What follows belongs to an exercise in optimizing a design on an open flow for small area, a short achievable clock period and few clock cycles per item; a production flow would make more cautious choices.
Function was checked by simulation only, so behaviour that the tests miss may differ from the original.

Setup of run 1:
==> flow/design.v (excerpt) <==
module mod_vector_seq #(
  parameter int N  = 8,
  parameter int W  = 16,
  parameter int WW = 32,
  parameter int K  = 4
) (
  input  logic            clk,
  input  logic            rst,
  input  logic            in_valid,
  output logic            in_ready,
  input  logic [N*WW-1:0] in_vec,
  input  logic [W-1:0]    q_in,
  input  logic            signed_mode,
  output logic            out_valid,
  input  logic            out_ready,
  output logic [N*W-1:0]  out_vec,
  output logic            err
);
export LEC_CHECK = 0
export ABC_AREA = 1
export CAP_MARGIN = 20
export CORE_MARGIN = 2
export CORE_UTILIZATION = 40
export SLEW_MARGIN = 20
create_clock -name core_clock -period 22.0 [get_ports {clk}]
standard.sh (not shown) runs the stock make flow with config.mk's settings and CLKGATE_MAP_FILE= SYNTH_SCRIPT=/design/flow/synth_recipe.tcl, a recipe that flattens the netlist after the stock synthesis.
==> flow/flow/run.sh <==
#!/bin/bash
# Standard synthesis and layout, with these changes to how the layout is made:
# - port buffers use the plain buf_1 cell (every input and output port is
#   still buffered);
set -euo pipefail
export BUFFER_PORTS_ARGS="-buffer_cell sky130_fd_sc_hd__buf_1"
bash standard.sh SETUP_SLACK_MARGIN=13 MATCH_CELL_FOOTPRINT=0 \
  "BUFFER_PORTS_ARGS=-buffer_cell sky130_fd_sc_hd__buf_1" finish > standard_flow.log 2>&1
Run 1 | status: complete | timing, DRC, antenna: pass
Testbench counts of run 1, summed over its fixed seeds: cycles 10,248, items 2,048.
> inputs changed (run 1 -> run 2)
Settings: SLEW_MARGIN changed from 20 to 30; CAP_MARGIN changed from 20 to 30; CORE_UTILIZATION changed from 40 to 60.
## What came out
Run 1 → run 2: setup slack dropped 62 ps, number of antenna diodes fell by 1, growth of design area from synthesis to finish has decreased, fmax went down by 0.72%. The total placed instance area reported for run 2 is smaller than that of run 1 by about 1.4%. Summary of run 2 over run 1: share of the cycle needed by the critical path after routing higher, data required time at the worst endpoint lower, via count higher.
Input-level comparison between run 3 and run 2:
Settings: SLEW_MARGIN now 20, was 30; CAP_MARGIN now 20, was 30; CORE_UTILIZATION now 40, was 60.
==> flow/flow/run.sh <==
#!/bin/bash
set -euo pipefail
bash standard.sh SETUP_SLACK_MARGIN=14.5 finish > standard_flow.log 2>&1
==> notes.md <==
NOTE die extent in y run 2->run 3 increased by more than 10%. Compared to run 2, run 3 was floorplanned on a bigger die. Storage element area: run 3 > run 2. Of the two values seen for cell with the biggest individual delay on the critical path, sky130_fd_sc_hd__ha_2 was produced by run 3 and sky130_fd_sc_hd__fa_1 by run 2. Run 3 ended with less minimum clock period after layout than run 2. Delta(cell row count, run 3 - run 2) > 0.
Modified inputs, run 4 compared to run 3
Settings: an added TNS_END_PERCENT of 5; a change of SLEW_MARGIN from 20 to 30; a change of CAP_MARGIN from 20 to 30.
==> flow/flow/run.sh <==
#!/bin/bash
# Standard synthesis and layout, with these changes to how the layout is made:
# - port buffers use the plain buf_1 cell (every input and output port is
#   still buffered);
set -euo pipefail
export BUFFER_PORTS_ARGS="-buffer_cell sky130_fd_sc_hd__buf_1"
bash standard.sh SETUP_SLACK_MARGIN=13.5 MATCH_CELL_FOOTPRINT=0 \
  "BUFFER_PORTS_ARGS=-buffer_cell sky130_fd_sc_hd__buf_1" finish > standard_flow.log 2>&1
[summary]
The higher final weighted congestion in routability-driven placement came out of run 3. Run 4 improves on run 3 in finished layout cell area. Run 3 → run 4: register-to-register slack dropped 470 ps, post-layout worst setup margin now smaller, fraction of area in multi-input gates increased by 5.1 points relative to the old numbers, clock-buffer cell count went down by 2. Routed wire length: higher on run 3.
The following lists how run 5 was set up differently from run 4:
Settings: SLEW_MARGIN changed from 30 to 20; TNS_END_PERCENT removed (was 5); CAP_MARGIN changed from 30 to 20.
==> flow/run.sh (new file) <==
#!/bin/bash
# synth_recipe.tcl (not shown) runs the flow's synth.tcl, then flattens the netlist and writes it again
# the make line also repeats each setting of config.mk as NAME=value (left out here)
make -C /OpenROAD-flow-scripts/flow DESIGN_CONFIG=/design/flow/config.mk WORK_HOME=/design/flow/orfs CLKGATE_MAP_FILE= SYNTH_SCRIPT=/design/flow/synth_recipe.tcl finish
removed: flow/flow/run.sh
removed: flow/standard.sh
### Flow results
Run 5 — worst setup slack after layout 2400 ps lower, run 4 as reference. Via count of the first global-routing pass was lower in the run labelled run 4. For count of plain and timing-repair buffers, dividing the value from run 4 by the value from run 5 gives 1.6. On total number of clock tree sinks, run 5 tracks run 4 almost exactly. [run 5] number of gates resized after cts fell 193 relative to run 4. Run 5 does worse than run 4 on fmax. Summary of the comparison: wire length of the first global-routing pass is higher in run 5, relative to run 4. Final clock period utilization by the worst path, run 4 and run 5: higher on run 5.
> inputs changed (run 5 -> run 6)
Settings: changing SLEW_MARGIN from 20 to 30; changing CAP_MARGIN from 20 to 30.
==> flow/flow/run.sh (new file) <==
#!/bin/bash
# Standard synthesis and layout, with these changes to how the layout is made:
# - port buffers use the plain buf_1 cell (every input and output port is
#   still buffered);
set -euo pipefail
export BUFFER_PORTS_ARGS="-buffer_cell sky130_fd_sc_hd__buf_1"
bash standard.sh SETUP_SLACK_MARGIN=12.5 MATCH_CELL_FOOTPRINT=0 \
  "BUFFER_PORTS_ARGS=-buffer_cell sky130_fd_sc_hd__buf_1" finish > standard_flow.log 2>&1
==> flow/standard.sh (new file) <==
#!/bin/bash
# synth_recipe.tcl (not shown) runs the flow's synth.tcl, then flattens the netlist and writes it again
# the make line also repeats each setting of config.mk as NAME=value (left out here)
make -C /OpenROAD-flow-scripts/flow DESIGN_CONFIG=/design/flow/config.mk WORK_HOME=/design/flow/orfs CLKGATE_MAP_FILE= SYNTH_SCRIPT=/design/flow/synth_recipe.tcl "${@:-finish}"
removed: flow/run.sh
[summary]
Summary: with run 5 as the reference, post-route cell area in run 6 moved down by a few percent. Post-cts repair resize count in run 6 is 34 higher than in run 5. Via count of the first global-routing pass in run 6 is 1.4% below run 5.


Another version of the RTL of mod_vector_seq (not shown whole).
Size in the first run: ~8200 cells after synthesis, ~410 I/O pins, ~0.052 mm² of cells after synthesis.
Design mod_vector_seq, start of the top module:
module mod_vector_seq #(
  parameter int N  = 8,
  parameter int W  = 16,
  parameter int WW = 32,
  parameter int K  = 4
) (
  input  logic            clk,
  input  logic            rst,
  input  logic            in_valid,
  output logic            in_ready,
  input  logic [N*WW-1:0] in_vec,
  input  logic [W-1:0]    q_in,
  input  logic            signed_mode,
  output logic            out_valid,
  input  logic            out_ready,
  output logic [N*W-1:0]  out_vec,
  output logic            err
);
  localparam int G  = WW / K;            
  localparam int GL = (WW - W) / K;      
  localparam int GW = $clog2(G);
  logic [GW-1:0]  ld_cnt;                
  logic           act;                   
  logic           bb_v;                  
  logic           bb_last;               
  logic           prim;                  
  logic [K-1:0]   bb    [N];             
  logic [W-1:0]   h_r   [N];             
  logic [W-1:0]   q1_r;                  
  logic [W-1:0]   nq_r;                  
  logic           qz_r;                  
  logic [W-1:0]   r     [N];             
  logic [W-1:0]   h0    [N];             
  logic [W-1:0]   rs    [N];             
  logic idle, stall, start, qlong, qzero;
  logic [GW-1:0] g0, ld_sel;
  assign stall  = out_valid & ~out_ready;
  ...
==> flow/config.mk <==
export PLATFORM = sky130hd
export DESIGN_NAME = mod_vector_seq
export DESIGN_NICKNAME = mod_vector_seq
export VERILOG_FILES = /design/flow/design.v
export SDC_FILE = /design/flow/constraint.sdc
export NUM_CORES = 4
export LEC_CHECK = 0
export ABC_AREA = 1
export CAP_MARGIN = 30
export CORE_MARGIN = 2
export CORE_UTILIZATION = 40
export SLEW_MARGIN = 30
==> flow/constraint.sdc <==
create_clock -name core_clock -period 22.0 [get_ports {clk}]
set_input_delay 4.4000 -clock core_clock [delete_from_list [all_inputs] [get_ports {clk}]]
set_output_delay 4.4000 -clock core_clock [all_outputs]
set_load 0.01 [all_outputs]
==> flow/flow/run.sh <==
#!/bin/bash
set -euo pipefail
bash standard.sh SETUP_SLACK_MARGIN=14.5 finish > standard_flow.log 2>&1
The starting point produced a clean layout.
Testbench counts at the start, summed over its fixed seeds: cycles 8,208, items 2,048.
Next try:
==> flow/flow/run.sh (replaced) <==
#!/bin/bash
set -euo pipefail
bash standard.sh SETUP_SLACK_MARGIN=13.5 MATCH_CELL_FOOTPRINT=0 finish > standard_flow.log 2>&1
Outcome:
- The new run finished clean
- global-route usage falls by 3.6 points
- wire length falls by roughly a tenth
- cell area drops by about a fifth
- area after synthesis is unchanged
- worst hold slack gets worse by 0.032 ns
- first-iteration DRC count decreases by roughly a tenth
- synthesized cell count is unchanged
- setup slack got worse by 0.46 ns
Next try:
==> flow/flow/run.sh (replaced) <==
#!/bin/bash
# Standard synthesis and layout, with these changes to how the layout is made:
# - port buffers use the plain buf_1 cell (every input and output port is
#   still buffered);
set -euo pipefail
export BUFFER_PORTS_ARGS="-buffer_cell sky130_fd_sc_hd__buf_1"
bash standard.sh SETUP_SLACK_MARGIN=14 MATCH_CELL_FOOTPRINT=0 \
  "BUFFER_PORTS_ARGS=-buffer_cell sky130_fd_sc_hd__buf_1" finish > standard_flow.log 2>&1
Outcome: Cell count goes up by 2.1%. Wire length goes up by 4.7%. Design area goes up by 6.1%. Worst setup slack improves by 0.40 ns. Critical path depth goes up by 44. Via count goes up by 3.3%.
Next try:
==> flow/run.sh (new file) <==
#!/bin/bash
# synth_recipe.tcl (not shown) runs the flow's synth.tcl, then flattens the netlist and writes it again
# the make line also repeats each setting of config.mk as NAME=value (left out here)
make -C /OpenROAD-flow-scripts/flow DESIGN_CONFIG=/design/flow/config.mk WORK_HOME=/design/flow/orfs CLKGATE_MAP_FILE= SYNTH_SCRIPT=/design/flow/synth_recipe.tcl finish
- CAP_MARGIN: 30 -> 20
- SLEW_MARGIN: 30 -> 20
removed: flow/flow/run.sh
removed: flow/standard.sh
Effect: The new run completed with no timing, DRC or antenna violations. Clock skew climbs by 0.011 ns. Setup slack got worse by 4.4 ns. Die area stays the same. Cell count drops by 4.8%. Wire length drops by 9.3%. First-iteration DRC count drops by 6.9%. Global-route usage drops by 1.6 points. Clock-buffer cell count climbs by 1. Final area drops by 14%.

[re-timing with driven ports]
In the flow no input, the clock included, has a driving cell. The finished layouts below were timed again as built, in two steps. Step 1 (the two cells are an assumption about what drives the block):
set clk [get_ports {clk}]
set_driving_cell -lib_cell sky130_fd_sc_hd__clkbuf_16 $clk
set_driving_cell -lib_cell sky130_fd_sc_hd__buf_2 [delete_from_list [all_inputs] $clk]
Step 2, shift: input delay + t, output delay - t, t = (earliest + latest rising clock arrival at the registers) / 2. This alone moves slack from input paths to output paths. Slacks: ideal ports / drivers / drivers and shift; pairs: ideal ports / drivers.
run | shift t [ns] | setup WS [ns] | cell pins on the clock port's net
run 1 | 0.605 | 13.440 / 13.440 / 12.965 | 1
run 2 | 0.597 | 13.379 / 13.379 / 12.928 | 1
run 3 | 0.605 | 14.141 / 14.141 / 13.826 | 1
run 4 | 0.621 | 13.669 / 13.669 / 13.167 | 1
run 5 | 0.593 | 11.264 / 11.264 / 11.264 | 1
run 6 | 0.597 | 13.067 / 13.067 / 12.901 | 1
the first run of note 2 | 0.721 | 14.057 / 14.057 / 13.740 | 1
the second run of note 2 | 0.731 | 13.596 / 13.648 / 12.917 | 1
the third run of note 2 | 0.724 | 13.996 / 13.996 / 13.335 | 1
the fourth run of note 2 | 0.728 | 9.546 / 9.546 / 9.546 | 1
After both steps setup and hold are still met in every run listed. The setup slack of the second run of note 2, which loses most, moves by +0.052 ns with the drivers and by -0.679 ns with both steps.
